Context: an optimization exercise on an open-source flow, tuned for a short achievable clock period and few clock cycles per item. The choices shown serve that exercise and are no tape-out recipe.
Function was checked by simulation only, so behaviour that the tests miss may differ from the original.
In every run shown here, the design's own scripts or RTL, not TritonCTS, make the clock network.
The clock port is modelled as an ideal driver, which makes a skipped or thinned clock tree look cheaper than it is; a real chip needs a root buffer or a tree.
Power and IR drop assume default switching activity.

==> flow/config.mk <==
export PLATFORM = sky130hd
export DESIGN_NAME = sha256_msg_padder
export DESIGN_NICKNAME = sha256_msg_padder
export VERILOG_FILES = /design/flow/design.v
export SDC_FILE = /design/flow/constraint.sdc
export NUM_CORES = 4
export LEC_CHECK = 0
export ABC_CLOCK_PERIOD_IN_PS = 2000
export CAP_MARGIN = 20
export CORE_MARGIN = 2
export CORE_UTILIZATION = 60
export CTS_CLUSTER_DIAMETER = 100
export CTS_CLUSTER_SIZE = 20
export SETUP_SLACK_MARGIN = 4.3
export SLEW_MARGIN = 20
export TNS_END_PERCENT = 100
==> flow/constraint.sdc <==
create_clock -name core_clock -period 6.5 [get_ports {clk}]
set_input_delay 1.3000 -clock core_clock [delete_from_list [all_inputs] [get_ports {clk}]]
set_output_delay 1.3000 -clock core_clock [all_outputs]
set_load 0.01 [all_outputs]
==> flow/design.v <==
module sha256_msg_padder #(
  parameter int MAX_NIB = 128,
  parameter int CNT_W   = 8
) (
  input  logic         clk,
  input  logic         rst_n,
  input  logic         in_valid,
  output logic         in_ready,
  input  logic [3:0]   in_nibble,
  input  logic         in_last,
  output logic         blk_valid,
  input  logic         blk_ready,
  output logic [511:0] blk_data,
  output logic         blk_last,
  output logic [63:0]  msg_bits,
  output logic         ovf,
  output logic [1:0]   dbg_state
);
  logic       rdy_q;           
  logic       nrdy;            
  logic [6:0] icnt;            
  logic       ovf_q;           
  logic       s0v, s1v;        
  logic [3:0] s0n, s1n;
  logic       s0l, s1l;        
  logic [511:0] cbuf;
  logic [127:0] ptr;           
  logic [7:0]   cnt;           
  logic         cfull;         
  logic [7:0]   cn;            
  logic         ctwo;          
  logic [511:0] obuf, obuf_h;  
  logic         olast, olast_h;
  logic [7:0]   on, on_h;      
  logic         ov;            
  logic [1:0]   odbg;          
  logic         ovn;           
  logic         o2;            
  logic         nb2;           
  logic         take, last_in, rdy_nxt;
  logic         drain, copy;           
  logic         drain_nxt, copy_nxt;
  logic         s0v_nxt, cfull_nxt, ovn_nxt;
  logic         b2_nxt;
  logic [511:0] cform;
  assign in_ready  = rdy_q;
  assign ovf       = ovf_q;
  assign blk_valid = ov;
  assign blk_data  = obuf;
  assign blk_last  = olast;
  assign dbg_state = odbg;
  assign msg_bits  = {54'd0, on, 2'b00};
  assign take    = in_valid & !nrdy;
  assign ptr     = 128'd1 << cnt[6:0];
  assign last_in = in_last | (icnt == 7'd127);
  assign s0v_nxt   = s1v | take | (s0v & !drain);
  assign cfull_nxt = (cfull & !copy) | (drain & s0l);
  assign ovn_nxt   = !copy & (ovn | (blk_ready & !o2));
  assign copy_nxt  = cfull_nxt & ovn_nxt;
  assign drain_nxt = s0v_nxt & (!cfull_nxt | copy_nxt);
  assign cform = {cbuf[511:64], cbuf[63:0] | (ctwo ? 64'd0 : {54'd0, cn, 2'b00})};
  always_ff @(posedge clk or negedge rst_n) begin
    if (!rst_n) begin
      icnt  <= '0;
      ovf_q <= 1'b0;
      s0v   <= 1'b0;
      s1v   <= 1'b0;
      drain <= 1'b0;
      copy  <= 1'b0;
    end else begin
      ovf_q <= take & !in_last & (icnt == 7'd127);
      if (take) icnt <= in_last ? 7'd0 : icnt + 7'd1;
      s0v   <= s0v_nxt;
      s1v   <= s1v ? !drain : (take & s0v & !drain);
      drain <= drain_nxt;
      copy  <= copy_nxt;
    end
  end
  assign rdy_nxt = s1v ? drain : !(take & s0v & !drain);
  always_ff @(posedge clk) begin
    rdy_q <= rdy_nxt;
    nrdy  <= !rdy_nxt;
  end
  always_ff @(posedge clk) begin
    if (s1v) begin
      if (drain) begin
        s0n <= s1n;
        s0l <= s1l;
      end
    end else if (take) begin
      if (!s0v || drain) begin
        s0n <= in_nibble;
        s0l <= last_in;
      end else begin
        s1n <= in_nibble;
        s1l <= last_in;
      end
    end
  end
  always_ff @(posedge clk or negedge rst_n) begin
    if (!rst_n) begin
      cbuf  <= '0;
      cnt   <= '0;
      cfull <= 1'b0;
      cn    <= '0;
      ctwo  <= 1'b0;
    end else begin
      for (int p = 0; p < 128; p++) begin
        if (drain && ptr[p])
          cbuf[511 - 4 * p -: 4] <= s0n;
        else if (p > 0 && drain && ptr[(p + 127) % 128])
          cbuf[511 - 4 * p -: 4] <= 4'h8;
        else if (copy)
          cbuf[511 - 4 * p -: 4] <= 4'h0;
      end
      cfull <= cfull_nxt;
      if (drain) begin
        if (s0l) begin
          cnt  <= '0;
          cn   <= cnt + 8'd1;
          ctwo <= (cnt >= 8'd111);
        end else begin
          cnt  <= cnt + 8'd1;
        end
      end
    end
  end
  always_ff @(posedge clk or negedge rst_n) begin
    if (!rst_n) begin
      ovn  <= 1'b1;
      o2   <= 1'b0;
      nb2  <= 1'b1;
      ov   <= 1'b0;
      odbg <= 2'd0;
    end else begin
      ovn     <= ovn_nxt;
      o2      <= copy ? ctwo : (o2 & !blk_ready);
      nb2     <= !b2_nxt;
      ov      <= !ovn_nxt;
      odbg[0] <= copy | (!ovn & nb2 & !blk_ready);
      odbg[1] <= b2_nxt;
    end
  end
  assign b2_nxt = !copy & ((!ovn & o2 & blk_ready) | (!nb2 & !blk_ready));
  always_ff @(posedge clk) begin
    if (copy) begin
      obuf_h  <= cform;
      olast_h <= !ctwo;
    end
  end
  always_ff @(posedge clk or negedge rst_n) begin
    if (!rst_n)    on_h <= '0;
    else if (copy) on_h <= cn;
  end
  always_ff @(posedge clk) begin
    obuf  <= copy ? cform : (b2_nxt ? {on_h[7], 447'd0, 54'd0, on_h, 2'b00} : obuf_h);
    olast <= copy ? !ctwo : (b2_nxt | olast_h);
    on    <= copy ? cn : on_h;
  end
endmodule
==> flow/flow/run.sh <==
#!/bin/bash
# The standard layout (standard.sh: the standard flow's synthesis and ORFS) in three parts:
#   1. synthesis, floorplan and placement, as standard;
#   2. the CTS step from flow/cts_custom.tcl: cts.tcl with a two-level clock
#      tree (four root buffers fed by the clock port, leaf buffers near the
#      flip-flops) in place of TritonCTS's three-level H-tree;
#   3. routing and finish, as standard.
# Throughout, make's command line also sets:
#   MATCH_CELL_FOOTPRINT=0  timing repair may swap a cell for any cell of the
#                           same function, not only one of the same footprint;
#   BUFFER_PORTS_ARGS       the port buffers are buf_4 cells instead of the
#                           smallest-area buffer (a slow delay cell).
# Every port keeps its buffer. Each tool's output goes to a log of its own.
set -euo pipefail
cd "$(dirname "$0")/.."
K=(MATCH_CELL_FOOTPRINT=0 "BUFFER_PORTS_ARGS=-buffer_cell sky130_fd_sc_hd__buf_4")
bash standard.sh "${K[@]}" place > flow_place.log 2>&1
bash standard.sh "${K[@]}" run RUN_SCRIPT="$PWD/flow/cts_custom.tcl" RUN_LOG_NAME_STEM=4_1_cts > flow_cts.log 2>&1
bash standard.sh "${K[@]}" finish > flow_finish.log 2>&1
==> flow/flow/cts_custom.tcl <==
# The CTS step of ORFS (scripts/cts.tcl) with its clock_tree_synthesis call
# replaced by a two-level clock tree built here:
#   clk port -> NROOT root clkbuf_16 -> NLEAF leaf clkbuf_16 -> flip-flops.
# The flip-flops are split by recursive bisection (along the longer side,
# in proportion to the number of clusters wanted on each side) into NLEAF
# clusters of near-equal size, each driven by a leaf buffer at the cluster's
# centroid; the leaves are split the same way into NROOT groups, each driven
# by a root buffer at the group's centroid. Every flip-flop sits behind exactly two
# buffers of the same kind, so the tree is balanced by construction. The rest
# of the step (legalisation, timing repair, checks) is cts.tcl's.
utl::set_metrics_stage "cts__{}"
source $::env(SCRIPTS_DIR)/load.tcl
erase_non_stage_variables cts
load_design 3_place.odb 3_place.sdc

set_dont_use $::env(DONT_USE_CELLS)

set NLEAF 56
set NROOT 4
set BUF sky130_fd_sc_hd__clkbuf_16

set block [ord::get_db_block]
set master [[ord::get_db] findMaster $BUF]
set clk_net [[[$block findBTerm clk] getNet] getName]
set clk_net [$block findNet $clk_net]

# points are {x y payload}; split into k groups
proc split_k {pts k} {
  if {$k <= 1} { return [list $pts] }
  set xs {}; set ys {}
  foreach p $pts { lappend xs [lindex $p 0]; lappend ys [lindex $p 1] }
  set xs [lsort -integer $xs]; set ys [lsort -integer $ys]
  set idx [expr {([lindex $xs end] - [lindex $xs 0]) >= ([lindex $ys end] - [lindex $ys 0]) ? 0 : 1}]
  set s [lsort -integer -index $idx $pts]
  set k1 [expr {$k / 2}]
  set h [expr {int(round([llength $s] * double($k1) / $k))}]
  return [concat [split_k [lrange $s 0 [expr {$h - 1}]] $k1] [split_k [lrange $s $h end] [expr {$k - $k1}]]]
}

proc centroid {pts} {
  set sx 0; set sy 0
  foreach p $pts { set sx [expr {$sx + [lindex $p 0]}]; set sy [expr {$sy + [lindex $p 1]}] }
  set n [llength $pts]
  return [list [expr {$sx / $n}] [expr {$sy / $n}]]
}

proc add_buf {name x y in_net out_net} {
  global block master
  set inst [odb::dbInst_create $block $master $name]
  set w [[$inst getMaster] getWidth]; set hgt [[$inst getMaster] getHeight]
  $inst setLocation [expr {$x - $w / 2}] [expr {$y - $hgt / 2}]
  $inst setPlacementStatus PLACED
  [$inst findITerm A] connect $in_net
  [$inst findITerm X] connect $out_net
  return $inst
}

set sinks {}
foreach it [$clk_net getITerms] {
  set inst [$it getInst]
  set bb [$inst getBBox]
  lappend sinks [list [expr {([$bb xMin] + [$bb xMax]) / 2}] [expr {([$bb yMin] + [$bb yMax]) / 2}] $it]
}
puts "custom CTS: [llength $sinks] sinks"

set leaves {}
set i 0
foreach cl [split_k $sinks $NLEAF] {
  set net [odb::dbNet_create $block "clknet_leaf_$i"]
  $net setSigType CLOCK
  foreach p $cl {
    set it [lindex $p 2]
    $it disconnect
    $it connect $net
  }
  lassign [centroid $cl] x y
  lappend leaves [list $x $y [list $i $net]]
  incr i
}
puts "custom CTS: [llength $leaves] leaf buffers"

set r 0
foreach grp [split_k $leaves $NROOT] {
  set rnet [odb::dbNet_create $block "clknet_root_$r"]
  $rnet setSigType CLOCK
  lassign [centroid $grp] x y
  add_buf "clkbuf_root_$r" $x $y $clk_net $rnet
  foreach p $grp {
    lassign [lindex $p 2] li lnet
    add_buf "clkbuf_leaf_$li" [lindex $p 0] [lindex $p 1] $rnet $lnet
  }
  incr r
}
$clk_net setSigType CLOCK
puts "custom CTS: $r root buffers"

set_propagated_clock [all_clocks]
log_cmd estimate_parasitics -placement

set_placement_padding -global \
  -left $::env(CELL_PAD_IN_SITES_DETAIL_PLACEMENT) \
  -right $::env(CELL_PAD_IN_SITES_DETAIL_PLACEMENT)
detailed_placement
log_cmd estimate_parasitics -placement
report_clock_latency

repair_timing_helper
detailed_placement
check_placement -verbose

report_metrics 4 "cts final"

orfs_write_db $::env(RESULTS_DIR)/4_1_cts.odb
orfs_write_sdc $::env(RESULTS_DIR)/4_cts.sdc
==> flow/standard.sh <==
#!/bin/bash
# synth_recipe.tcl (not shown) runs the flow's synth.tcl, then flattens the netlist and writes it again
# the make line also repeats each setting of config.mk as NAME=value (left out here)
make -C /OpenROAD-flow-scripts/flow DESIGN_CONFIG=/design/flow/config.mk WORK_HOME=/design/flow/orfs CLKGATE_MAP_FILE= SYNTH_SCRIPT=/design/flow/synth_recipe.tcl "${@:-finish}"
==> metrics.md, run 1 <==
| Metric | Value |
|---|---|
| Status | `no timing/DRC/antenna violations` |
| Cell Int Power | `19.6 mW` |
| Ys async rst share | `34.7%` |
| Die width | `312 um` |
| Most frequent cells in the layout | `nand2_1 (1193), o21ai_0 (560), dfrtp_1 (546)` |
| Max-cap viol count | `0` |
| Seq/Total Area, Yosys | `70.6%` |
| CP bufs+invs | `1` |
| Port Buf Inserts | `534` |
| Cell Pwr Density | `443 nW/um^2` |
| Count of final setup violators | `0` |
| Dominant synthesized flop cell | `dfrtp_1` |
| CP Cell Sequence | `buf_6` |
| Hold path cells | `0` |
| Initial antenna violation count | `7` |
| Clock latency (worst-skew pair) | `0.50 ns` |
| CP Launch Point | `obuf[159]` |
| RSZ-0062 raised after global routing | `yes` |
| Mapped Area | `56800 sq um` |
| CP Class | `flip-flop to primary output` |
| Avg WL per Cell | `25.8 um` |
| Vias in the first global route | `37000` |
| Final min period | `2.32 ns` |
| Area growth from synthesis to layout | `19.3%` |
| Post-synth EDFFs | `523` |
| Max stage delay cell, worst path | `dfxtp_4` |
| CP Data Required Time | `5.20 ns` |
| Die Y-Extent | `312 um` |
| # DRC | `0` |
| Drt total wl | `168000 um` |
| Clock share of power | `15.0%` |
| Initial Util | `60.7%` |
| Leading cell type in the layout, fill and taps excluded | `nand2_1` |
| Share of layout cells above drive strength 1 | `26.6%` |
| Yosys reg bits | `1602` |
| TNS Setup | `0 ns` |
| Reg power frac | `51.4%` |
| Hold Crit Start | `cbuf[279]` |
| Cell variety after synth | `71` |
| Final period util | `35.8%` |
| Peak supply drop | `0.397 mV` |
| Final number of max-transition violations | `0` |
| Post-detailed-route count of antenna-violating nets | `0` |
| Grt total ovfl | `0` |
| Worst-margin pin slew | `1.14 ns` |
| Reg2reg end | `cbuf[383]` |
| Crit path launch type | `flip-flop` |
| Finished Core Util | `72.4%` |
| Largest net degree at the start of global routing | `152` |
| Post-route cell area | `67700 sq um` |
| Leakage | `28.3 nW` |
| Max Fclk | `430 MHz` |
| Total chip power | `30.0 mW` |
| Top Ports | `591` |
| Net load switching power | `10.4 mW` |
| Antenna cells | `0` |
| DR iter-0 viols | `4847` |
| Cell family with most CP delay | `flip-flops` |
| Crit-path max FO | `1` |
| Dpl cell area | `61300 sq um` |
| CTS Hold Buffers Added | `0` |
| Row cnt | `112` |
| Switching share of power | `34.7%` |
| Die area | `97100 sq um` |
| Fin. Hold Viols | `0` |
| DP Wirelength | `96600 um` |
| Max stage delay on crit path | `0.42 ns` |
| Total track usage | `32.6%` |
| Crit. End Element | `primary output` |
| Via count | `39200` |
| Core ar. | `93500 sq um` |
| Critical path arrival | `1.02 ns` |
| Slew headroom | `23.8%` |
| Worst flop-to-flop path startpoint | `cnt[6]` |
| Final clock skew | `0.0340 ns` |
| Post-Syn Instances | `4858` |
| Hold Path End | `obuf_h[279]` |
| Via density | `6.03` |
| Path depth of the worst reg2reg path | `5` |
| Logic pwr share | `33.6%` |
| Reg clk slew, reported paths | `0.11 ns` |
| Warnings, synthesis | `1` |
| Mapped Avg Cell Area | `11.7 sq um` |
| Gpl congestion | `0.820` |
| 1st-pass router iterations | `7` |
| First-pass GRT wire length | `240000 um` |
| R2r setup slk | `4.22 ns` |
| Worst hold path class | `flip-flop to flip-flop` |
| Nets | `5268` |
## metrics by stage
stage	worst slack (ns)	instances	hold WS, ns
2_1_floorplan	1.25	4913	0.429
6_report	4.18	6504	0.482
3_3_place_gp	2.89	6337	0.448
3_5_place_dp	2.92	6337	0.457
5_1_grt	4.14	6504	0.494
## cells in the mapped netlist, types with 3 or more instances
library cell / instances / area, sq um
nand2_1: 1197 / 4490
o21ai_0: 592 / 2960
dfrtp_1: 554 / 13900
dfxtp_1: 523 / 10500
edfxtp_1: 523 / 15700
a22o_1: 316 / 2770
a21oi_1: 241 / 1210
clkbuf_1: 227 / 852
nor2_1: 117 / 439
buf_2: 86 / 430
a22oi_1: 81 / 608
buf_4: 67 / 503
and2_1: 30 / 188
buf_1: 30 / 113
and3_1: 23 / 144
nor3_1: 22 / 110
a32o_1: 14 / 140
a21o_1: 13 / 97.6
mux2_2: 13 / 146
inv_1: 11 / 41.3
a211o_1: 10 / 87.6
nand2b_1: 10 / 62.6
nand3_1: 10 / 50.1
a2bb2oi_1: 9 / 78.8
nand3b_1: 9 / 67.6
nor2b_1: 9 / 56.3
o22ai_1: 8 / 50.1
or2_2: 8 / 50.1
ha_1: 7 / 87.6
nand4b_1: 7 / 61.3
and3b_1: 6 / 52.6
nor2_2: 5 / 31.3
nor3_2: 5 / 50.1
a221o_1: 4 / 40.0
and4b_1: 4 / 40.0
and4bb_2: 4 / 50.1
nand4_1: 4 / 25.0
o21ai_1: 4 / 20.0
xor2_1: 4 / 35.0
a21oi_2: 3 / 26.3
mux2i_1: 3 / 30.0
o31ai_1: 3 / 22.5
or2_1: 3 / 18.8
or3_1: 3 / 18.8
## worst max-delay path by stage
stage	end	slack, ns	cells past startpoint
2_1_floorplan	cbuf[255]	1.25	7
5_1_grt	ovf	4.14	1
4_1_cts	ovf	4.16	1
6_report	blk_data[159]	4.18	1
3_3_place_gp	cbuf[210]	2.89	6
3_5_place_dp	cbuf[209]	2.92	6
## registers in the layout (all words and copies together) (netlist names), 2 cells and up
| name | count |
|---|---|
| cnt | 8 |
| obuf_h | 512 |
| s1n | 4 |
| on | 8 |
| on_h | 8 |
| odbg | 2 |
| icnt | 7 |
| s0n | 4 |
| cn | 8 |
| obuf | 512 |
| cbuf | 512 |
## timing repair
| action | in CTS | in global routing |
|---|---|---|
| pin swaps | 9 | 3 |
| buffers inserted | 49 | 16 |
| setup endpoints to repair | 2204 | 1090 |
| cloned | 23 | 19 |
| resized for setup | 1210 | 128 |
## cells by family after synthesis
group,after synthesis,synth area share (%)
muxes,16,0.311
buffers and inverters,427,3.49
and+or+nand+nor,1490,10.9
xor gates and xnor gates,5,0.0772
DFF,1602,70.6
AOI/OAI and AO/OA,1310,14.5
other,1,0.00661
adders and majority gates,7,0.154
## layer usage
| layer | global-route usage [%] | share of wire [%] | vias up |
|---|---|---|---|
| li1 | - | - | 17500 |
| met3 | 4.17 | 7.6 | 287 |
| met5 | 0 | 0.0072 | - |
| met1 | 44.2 | 39 | 19700 |
| met4 | 12.0 | 4.5 | 2 |
| met2 | 54.2 | 49 | 1732 |
## cell type report
| cell class | count | area [sq um] |
|---|---|---|
| fillers | 6551 | 25800 |
| plain buffers | 60 | 1500 |
| inverters | 12 | 48.8 |
| flip-flops and latches | 1602 | 40900 |
| multi-input cells | 2893 | 15400 |
| well taps | 1254 | 1570 |
| repair buffers | 681 | 8170 |
| repair inverters | 2 | 12.5 |
## power by group through the flow
| stage | sequential (mW) | combinational [mW] | clock (mW) |
|---|---|---|---|
| global placement | 14.9 | 8.08 | 0 |
| finish | 15.4 | 10.1 | 4.51 |
| CTS | 15.4 | 9.77 | 4.53 |
| floorplan | 15.4 | 3.24 | 0 |
| detailed placement | 14.9 | 8.23 | 0 |
| global route | 15.6 | 10.7 | 4.87 |
Testbench counts, summed over its fixed seeds: cycles 23,640, nibbles 23,614.
==> run 2, diff against run 1 <==
--- a/flow/design.v
+++ b/flow/design.v
@@ -37,11 +37,12 @@
   logic         ovn;           
   logic         o2;            
   logic         nb2;           
+  logic         k1q;           
   logic         take, last_in, rdy_nxt;
   logic         drain, copy;           
   logic         drain_nxt, copy_nxt;
   logic         s0v_nxt, cfull_nxt, ovn_nxt;
-  logic         b2_nxt;
+  logic         b2_nxt, o2_nxt, keep;
   logic [511:0] cform;
   assign in_ready  = rdy_q;
   assign ovf       = ovf_q;
@@ -130,18 +131,22 @@
       ovn  <= 1'b1;
       o2   <= 1'b0;
       nb2  <= 1'b1;
+      k1q  <= 1'b1;
       ov   <= 1'b0;
       odbg <= 2'd0;
     end else begin
       ovn     <= ovn_nxt;
-      o2      <= copy ? ctwo : (o2 & !blk_ready);
+      o2      <= o2_nxt;
+      k1q     <= ovn_nxt | !o2_nxt;
       nb2     <= !b2_nxt;
       ov      <= !ovn_nxt;
       odbg[0] <= copy | (!ovn & nb2 & !blk_ready);
       odbg[1] <= b2_nxt;
     end
   end
+  assign o2_nxt = copy ? ctwo : (o2 & !blk_ready);
   assign b2_nxt = !copy & ((!ovn & o2 & blk_ready) | (!nb2 & !blk_ready));
+  assign keep   = blk_ready ? k1q : nb2;
   always_ff @(posedge clk) begin
     if (copy) begin
       obuf_h  <= cform;
@@ -153,7 +158,7 @@
     else if (copy) on_h <= cn;
   end
   always_ff @(posedge clk) begin
-    obuf  <= copy ? cform : (b2_nxt ? {on_h[7], 447'd0, 54'd0, on_h, 2'b00} : obuf_h);
+    obuf  <= copy ? cform : (keep ? obuf_h : {on_h[7], 447'd0, 54'd0, on_h, 2'b00});
     olast <= copy ? !ctwo : (b2_nxt | olast_h);
     on    <= copy ? cn : on_h;
   end
==> metrics.md, run 2 <==
| Metric | Value |
|---|---|
| Status | `no timing/DRC/antenna violations` |
| CP Data Required Time | `5.20 ns` |
| Initial Util | `60.7%` |
| First-pass GRT wire length | `237000 um` |
| Via density | `6.09` |
| Reg power frac | `52.8%` |
| Via count | `39500` |
| Synth top cells by count | `nand2_1 (1197), o21ai_0 (581), dfrtp_1 (554), dfxtp_1 (523), edfxtp_1 (523)` |
| Main combinational cell family by area after synthesis | `compound AO/OA/AOI/OAI gates` |
| Worst hold path class | `flip-flop to flip-flop` |
| Final min period | `2.35 ns` |
| Die area | `97000 sq um` |
| Final period util | `36.1%` |
| XOR/XNOR Fraction of Synth Area | `0.0772%` |
| Max Fclk | `426 MHz` |
| Synth area leader | `edfxtp_1` |
| Area growth from synthesis to layout | `19.7%` |
| Total track usage | `32.2%` |
| CP Launch Point | `ovf_q` |
| Share of layout cells above drive strength 1 | `27.6%` |
| Nets | `5254` |
| Leading cell type in the layout, fill and taps excluded | `nand2_1` |
| Cell variety after synth | `67` |
| Drt total wl | `168000 um` |
| Most frequent cell after synthesis | `nand2_1` |
| Post-Syn Instances | `4836` |
| Cell Int Power | `17.2 mW` |
| Crit. End Element | `primary output` |
| Die width | `311 um` |
| Worst flop-to-flop path startpoint | `cnt[5]` |
| CP Cell Sequence | `buf_6` |
| Yosys reg bits | `1603` |
| Avg WL per Cell | `25.8 um` |
| Largest regs | `cbuf: 512 flops, obuf: 512 flops, obuf_h: 512 flops` |
| Path depth of the worst reg2reg path | `4` |
| Port Buf Inserts | `534` |
| Crit-path max FO | `1` |
| Initial antenna violation count | `3` |
| # DRC | `0` |
| Adder-cell share of the synthesized area | `0.154%` |
| Max-cap viol count | `0` |
| Dominant synthesized flop cell | `dfrtp_1` |
| Gpl congestion | `0.832` |
| Row cnt | `112` |
| Largest net degree at the start of global routing | `285` |
| Net load switching power | `8.82 mW` |
| Vias in the first global route | `35700` |
| Ys async rst share | `34.7%` |
| Die Y-Extent | `311 um` |
| Seq/Total Area, Yosys | `70.7%` |
| Max stage delay cell, worst path | `dfrtp_1` |
| Grt total ovfl | `0` |
| Cell family with most CP delay | `flip-flops` |
| Post-detailed-route count of antenna-violating nets | `0` |
| Reg2reg end | `cbuf[0]` |
| Share of the synthesized area in the top cell type | `27.7%` |
| Crit. path cell count | `1` |
| Post-Synth Simple-Gate Area | `10.8%` |
| Warnings, synthesis | `1` |
| Logic pwr share | `29.9%` |
| Count of final setup violators | `0` |
| Critical path arrival | `1.05 ns` |
| Post-route cell area | `67900 sq um` |
| RSZ-0062 raised after global routing | `yes` |
| Fin. Hold Viols | `0` |
| 1st-pass router iterations | `8` |
| Reg clk slew, reported paths | `0.11 ns` |
| TNS Setup | `0 ns` |
| Max stage delay on crit path | `0.42 ns` |
| Critical path capture point | `ovf` |
| Crit path launch type | `flip-flop` |
| CTS Hold Buffers Added | `0` |
| Final clock skew | `0.0409 ns` |
| Core ar. | `93500 sq um` |
| CP Class | `flip-flop to primary output` |
| Mapped Avg Cell Area | `11.7 sq um` |
| Synth Area in Compound Gates | `14.4%` |
| Leakage | `28.0 nW` |
| DP Wirelength | `100000 um` |
| Post-synth EDFFs | `523` |
| DR iter-0 viols | `5108` |
| Peak supply drop | `0.472 mV` |
| Slew headroom | `30.0%` |
| Clock latency (worst-skew pair) | `0.51 ns` |
| CP bufs+invs | `1` |
| Clock share of power | `17.3%` |
| Switching share of power | `33.9%` |
| Post-synthesis mux area share | `0.349%` |
| Final number of max-transition violations | `0` |
| Mapped Area | `56700 sq um` |
| Dpl cell area | `61400 sq um` |
| Worst-margin pin slew | `1.05 ns` |
| Cell Pwr Density | `383 nW/um^2` |
| Most frequent cells in the layout | `nand2_1 (1185), o21ai_0 (567), dfrtp_1 (545)` |
| Top post-synthesis cells by area | `edfxtp_1 (28%), dfrtp_1 (24%), dfxtp_1 (18%)` |
| R2r setup slk | `4.32 ns` |
| Top Ports | `591` |
-- run 2: cell count changes after synthesis, moves of 9 or more --
cell       delta
clkbuf_1     -23
o21ai_0      -11
buf_2        +24
a21oi_1      -10
a2bb2oi_1     -9
and2_1       -13
a22oi_1      +19
-- run 2: power groups by stage --
stage	clock network [mW]	logic, mW	registers, mW
2_1_floorplan	0	2.86	14.0
3_3_place_gp	0	6.08	13.6
3_5_place_dp	0	6.18	13.6
4_1_cts	4.52	7.28	13.7
5_1_grt	4.86	8.26	13.9
6_report	4.50	7.79	13.7
-- run 2: worst min path at each step --
stage	start	to	slack [ns]	cells past startpoint
after floorplan	ctwo	olast	0.43	1
after global placement	cbuf[223]	obuf_h[223]	0.46	0
after detailed placement	cbuf[171]	obuf_h[171]	0.46	0
after CTS	cbuf[171]	obuf_h[171]	0.48	0
after global routing	cbuf[171]	obuf_h[171]	0.49	0
final	cbuf[171]	obuf_h[171]	0.48	0
-- run 2: final cells by class --
type                    instances  area, sq um
plain buffers                  60         1500
repair buffers                691         8260
inverters                      14         60.1
diodes                          1         2.50
multi-input cells            2868        15500
fillers                      6509        25600
well taps                    1254         1570
flip-flops and latches       1603        41000
-- run 2: cells by family after synthesis --
family | Yosys count
compound gates | 1303
xor+xnor | 5
fa+ha+maj | 7
buf+inv | 424
flops | 1603
mux | 18
other cells | 1
simple gates | 1475
-- run 2: timing repair --
action,4_1_cts,5_1_grt
setup endpoints to repair,2106,1243
gates resized for setup,1201,149
setup buffers,45,25
pin swaps,11,5
cloned,12,21
-- run 2: layer usage --
layer	GRT usage, %	wire [um]
met1	49.6	71600
met2	47.2	73400
met3	5.82	16700
met4	9.57	5910
met5	0	13
-- run 2: through the flow --
step | hold slack (ns) | utilization (%) | setup WS, ns | std cells | power (mW)
floorplan | 0.429 | - | 1.25 | 4891 | 16.9
global placement | 0.456 | 65.6 | 3.28 | 6327 | 19.7
detailed placement | 0.457 | 65.7 | 3.23 | 6327 | 19.8
global route | 0.493 | 72.7 | 4.13 | 6490 | 27.0
finish | 0.479 | 72.7 | 4.15 | 6491 | 26.0
Testbench counts of run 2, summed over its fixed seeds: cycles 23,640, nibbles 23,614.

## afterwards: timing with drivers on the ports
The results above use ideal ports. As a check the final layouts listed here were re-extracted and re-timed, cells and wires unchanged. Step 1 (the two cells are an assumption about what drives the block):
set clk [get_ports {clk}]
set_driving_cell -lib_cell sky130_fd_sc_hd__clkbuf_16 $clk
set_driving_cell -lib_cell sky130_fd_sc_hd__buf_2 [delete_from_list [all_inputs] $clk]
Step 2 moves the port delays by t, midway between the first and last clock arrival at a register: inputs arrive t later, outputs are due t later. That takes back most of the time a late clock gives input paths. a / b / c = no drivers / after step 1 / after step 2; a / b = the first two.
run	t, ns	setup slack, ns	hold slack, ns	latest minus earliest clock arrival (ns)
run 1	0.647	4.175 / 4.013 / 3.768	0.482 / 0.482 / 0.482	0.036 / 0.036
run 2	0.646	4.154 / 3.997 / 3.771	0.479 / 0.479 / 0.479	0.043 / 0.044
After both steps every run listed still meets setup and hold. For run 1, which loses most, drivers alone change the setup slack by -0.162 ns; drivers and shift together by -0.407 ns.
